What follows belongs to an exercise in optimizing a design on an open flow for small area; a production flow would make more cautious choices. Only simulation tests tie the RTL to the original design; equivalence was not proved. Power and IR drop assume default switching activity.

Setup of job 4924:
// banco_registradores
module banco_registradores #(
    parameter int                 DATA_W   = 32,
    parameter int                 ADDR_W   = 5,
    parameter logic [DATA_W-1:0]  RESET_SP = 32'h7FFF_EFFC
) (
    input  logic                 clk,
    input  logic                 rst_n,
    input  logic [ADDR_W-1:0]    rs_addr,
    input  logic [ADDR_W-1:0]    rt_addr,
    output logic [DATA_W-1:0]    rs_data,
    output logic [DATA_W-1:0]    rt_data,
    input  logic                 wr_en,
    input  logic [ADDR_W-1:0]    wr_addr,
    input  logic [DATA_W-1:0]    wr_data,
    output logic [2**ADDR_W-1:0] dirty
);
For scale: roughly 3,200 cells after synthesis, ~1,000 flip-flops, ~150 I/O pins, about 39,000 um^2 of cells after synthesis.
Settings: LEC_CHECK=0, CAP_MARGIN=20, CORE_MARGIN=2, CORE_UTILIZATION=50, CTS_BUF_LIST=sky130_fd_sc_hd__clkbuf_4 sky130_fd_sc_hd__clkbuf_8, SLEW_MARGIN=20, SYNTH_HIERARCHICAL=1; clock period 5.5 ns.
standard.sh (not shown) runs the stock make flow with config.mk's settings and CLKGATE_MAP_FILE= SYNTH_SCRIPT=/design/flow/synth_recipe.tcl, a recipe that flattens the netlist after the stock synthesis.
==> flow/flow/run.sh <==
#!/bin/bash
# Own layout flow: the standard ORFS flow (standard.sh), unchanged
# synthesis, with plain buffers on the ports and a clock tree of smaller
# buffers. Each tool's output goes to a log file in this folder.
set -euo pipefail
export BUFFER_PORTS_ARGS="-buffer_cell sky130_fd_sc_hd__buf_2"
bash standard.sh finish > flow_make.log 2>&1
Having completed the whole flow, job 4924 delivered a layout that passed the timing, design-rule and antenna checks.
The following lists how job 7375 was set up differently from job 4924:
- CTS_BUF_LIST: sky130_fd_sc_hd__clkbuf_4 sky130_fd_sc_hd__clkbuf_8 -> unset
- CAP_MARGIN: 20 -> 10
- SLEW_MARGIN: 20 -> 10
- CORE_UTILIZATION: 50 -> 40
==> flow/flow/run.sh <==
#!/bin/bash
# Own layout flow: the standard ORFS flow (standard.sh), unchanged
# synthesis, with plain buffers on the ports and a clock tree of fewer,
# smaller buffers without dummy loads. make's output goes to flow_make.log;
# ORFS keeps each step's log under orfs/logs.
set -euo pipefail
export BUFFER_PORTS_ARGS="-buffer_cell sky130_fd_sc_hd__buf_2"
export CTS_ARGS="-sink_clustering_enable -repair_clock_nets -dont_use_dummy_load -buf_list {sky130_fd_sc_hd__clkbuf_8} -sink_clustering_size 16 -sink_clustering_max_diameter 60"
bash standard.sh finish > flow_make.log 2>&1
==> comparison <==
Looking only at fill cell instance count of the final layout, and setting everything else aside, the higher value of job 7375 and job 4924 goes to job 7375.
Compared job 7375 vs job 4924, and power is down in job 7375.
STATUS final-layout worst hold slack: job 7375 wins against job 4924
The run showing the smaller count of plain and timing-repair buffers in the layout is job 7375.
| transition time at the pin with the least slew margin | lower: job 4924 |
When job 7375 is set beside job 4924, its final non-filler cell total turns out to be about 0.3% smaller.
Looking at final instance area, job 7375 sits about 5.6% below job 4924.
> inputs changed (job 7375 -> job 8473)
- PLACE_DENSITY: unset -> 0.7
Results
Final instance area delta (job 8473 -> job 7375): insignificant. Wire length on met1 in job 8473 vs job 7375: down 11%. Fmax of job 8473 exceeds that of job 7375 by a few percent. Job 8473 vs. job 7375: wire length lower, met3 usage in global routing stayed essentially flat, multi-input combinational cell area was more or less identical, sequential cell fraction of total power increased by 0.3 points relative to the old numbers, HPWL after detailed placement went down about 5%. Of job 7375 and job 8473, the higher fraction of power consumed by the clock network belongs to job 7375. Going from job 7375 to job 8473, total power shrinks by 0.090 mW. Side by side, met1 track demand over resource in global routing turned out lower in job 8473 than in job 7375.
The inputs of job 5663 differ from those of job 8473 as listed below.
- removing PLACE_DENSITY (formerly 0.7)
- changing CAP_MARGIN from 10 to 15
- changing CORE_UTILIZATION from 40 to 50
- changing SLEW_MARGIN from 10 to 15
diff --git a/flow/flow/run.sh b/flow/flow/run.sh
--- a/flow/flow/run.sh
+++ b/flow/flow/run.sh
@@ -6,4 +6,4 @@
 set -euo pipefail
 export BUFFER_PORTS_ARGS="-buffer_cell sky130_fd_sc_hd__buf_2"
-export CTS_ARGS="-sink_clustering_enable -repair_clock_nets -dont_use_dummy_load -buf_list {sky130_fd_sc_hd__clkbuf_8} -sink_clustering_size 16 -sink_clustering_max_diameter 60"
+export CTS_ARGS="-sink_clustering_enable -repair_clock_nets -dont_use_dummy_load -buf_list {sky130_fd_sc_hd__clkbuf_8} -sink_clustering_size 20 -sink_clustering_max_diameter 50"
 bash standard.sh finish > flow_make.log 2>&1
Notes after the runs:
First-iteration DRC count delta for job 5663 relative to job 8473: 7.3% lower. Re sequential share of layout area: job 5663 and job 8473 aren't equal, and the higher value belongs to job 8473. In the metrics for job 5663 and job 8473, the one carrying the lower global-route wire length before repair is job 8473. Power came out higher on job 5663 than on job 8473. Final area in job 5663 is 0.40% above job 8473. Looking only at minimum hold slack, and setting everything else aside, the lower value of job 5663 and job 8473 goes to job 5663. Job 5663 vs job 8473 — arrival time at the worst endpoint rose 0.10 ns. Setup slack in job 5663 is smaller than in job 8473.

* * *

Setup of run A:
banco_registradores again, from the RTL that the note above started with.
clock: 5.5 ns
lec_check: 0
cap_margin: 20
core_margin: 2
core_utilization: 50
cts_buf_list: sky130_fd_sc_hd__clkbuf_4 sky130_fd_sc_hd__clkbuf_8
slew_margin: 20
synth_hierarchical: 1
==> flow/flow/run.sh <==
#!/bin/bash
# Own layout flow: the standard ORFS flow (standard.sh), unchanged
# synthesis, with plain buffers on the ports and a clock tree of fewer,
# smaller buffers without dummy loads. make's output goes to flow_make.log;
# ORFS keeps each step's log under orfs/logs.
set -euo pipefail
export BUFFER_PORTS_ARGS="-buffer_cell sky130_fd_sc_hd__buf_2"
export CTS_ARGS="-sink_clustering_enable -repair_clock_nets -dont_use_dummy_load -buf_list {sky130_fd_sc_hd__clkbuf_8} -sink_clustering_size 16 -sink_clustering_max_diameter 60"
bash standard.sh finish > flow_make.log 2>&1
What run B does differently from run A at the input level:
--- a/flow/flow/run.sh
+++ b/flow/flow/run.sh
@@ -7,2 +7,2 @@
-export BUFFER_PORTS_ARGS="-buffer_cell sky130_fd_sc_hd__buf_2"
-export CTS_ARGS="-sink_clustering_enable -repair_clock_nets -dont_use_dummy_load -buf_list {sky130_fd_sc_hd__clkbuf_8} -sink_clustering_size 16 -sink_clustering_max_diameter 60"
+export BUFFER_PORTS_ARGS="-buffer_cell sky130_fd_sc_hd__buf_1"
+export CTS_ARGS="-sink_clustering_enable -repair_clock_nets -dont_use_dummy_load -buf_list {sky130_fd_sc_hd__clkbuf_16} -sink_clustering_size 30 -sink_clustering_max_diameter 80"
==> comparison <==
Of run B and run A, it is run B that has the higher number of iterations in the first detailed-routing pass.
Run B: via count of the first global-routing pass higher than run A
Wire length on met2: run A and run B compared, lower one is run A
[run B] area growth from synthesis to layout rose 1.3 points relative to run A
Looking at post-layout instance area, run B sits 1.2% above run A.
Changes observed in run B relative to run A: number of logic stages on the critical path including buffering now larger, total design power shows an increase of 1.2%, hold slack went up by 0.079 ns.
Run B: full flow OK, the timing, design-rule and antenna checks passed
rs_data[10] as the critical path endpoint was reported by run A, and rt_data[11] by run B.
Delta(reported clock group power, run B - run A) > 0
[inputs] run C vs run B
# run B
export LEC_CHECK = 0
export CAP_MARGIN = 20
export CORE_MARGIN = 2
export CORE_UTILIZATION = 50
export CTS_BUF_LIST = sky130_fd_sc_hd__clkbuf_4 sky130_fd_sc_hd__clkbuf_8
export SLEW_MARGIN = 20
export SYNTH_HIERARCHICAL = 1
create_clock -name core_clock -period 5.5 [get_ports {clk}]
# run C
export LEC_CHECK = 0
export CAP_MARGIN = 10
export CORE_MARGIN = 2
export CORE_UTILIZATION = 45
export SLEW_MARGIN = 10
export SYNTH_HIERARCHICAL = 1
create_clock -name core_clock -period 5.5 [get_ports {clk}]
--- a/flow/flow/run.sh
+++ b/flow/flow/run.sh
@@ -7,2 +7,2 @@
-export BUFFER_PORTS_ARGS="-buffer_cell sky130_fd_sc_hd__buf_1"
-export CTS_ARGS="-sink_clustering_enable -repair_clock_nets -dont_use_dummy_load -buf_list {sky130_fd_sc_hd__clkbuf_16} -sink_clustering_size 30 -sink_clustering_max_diameter 80"
+export BUFFER_PORTS_ARGS="-buffer_cell sky130_fd_sc_hd__buf_2"
+export CTS_ARGS="-sink_clustering_enable -repair_clock_nets -dont_use_dummy_load -buf_list {sky130_fd_sc_hd__clkbuf_8} -sink_clustering_size 16 -sink_clustering_max_diameter 60"
## What came out
- Number of cells on the worst reg-to-reg path came out exactly the same in run C and run B.
- Row wire length of the first global-routing pass: run C higher / run B lower
- Relative to run B, the fraction of final layout cells with drive strength greater than 1 of run C is higher by 3.2 points.
- Comparing run C and run B, the higher global-route track usage on met2 was measured on run B.
- Number of clock buffer instances in the layout in run C is about 80% higher than in run B

-- port drivers added, routing unchanged --
No port has a modelled driver above. Below, the same layouts with a new extraction and two added sets of constraints. Step 1 sets driving cells, clkbuf_16 on the clock port and buf_2 on the other inputs (assumed; they add their load-dependent delay and slew). Step 2 moves the port delays by t, midway between the first and last clock arrival at a register: inputs arrive t later, outputs are due t later. That takes back most of the time a late clock gives input paths. Slacks: ideal ports / drivers / drivers and shift; pairs: ideal ports / drivers.
| run | t, ns | slack for setup (ns) | hold WS [ns] | worst slew at a driven data input, ns |
|---|---|---|---|---|
| job 4924 | 0.897 | 0.342 / 0.305 / 0.305 | 0.312 / 0.272 / 0.499 | 0.10 |
| job 7375 | 0.772 | 0.356 / 0.315 / 0.315 | 0.399 / 0.360 / 0.504 | 0.08 |
| job 8473 | 0.785 | 0.460 / 0.409 / 0.409 | 0.420 / 0.379 / 0.505 | 0.12 |
| job 5663 | 0.802 | 0.361 / 0.327 / 0.327 | 0.389 / 0.337 / 0.500 | 0.10 |
| run A | 0.787 | 0.384 / 0.347 / 0.347 | 0.415 / 0.364 / 0.505 | 0.11 |
| run B | 0.736 | 0.282 / 0.245 / 0.245 | 0.494 / 0.458 / 0.504 | 0.11 |
| run C | 0.822 | 0.306 / 0.278 / 0.278 | 0.409 / 0.354 / 0.500 | 0.17 |
After both steps setup and hold are still met in every run listed. The setup slack of job 8473, which loses most, moves by -0.051 ns with the drivers and by -0.051 ns with both steps.
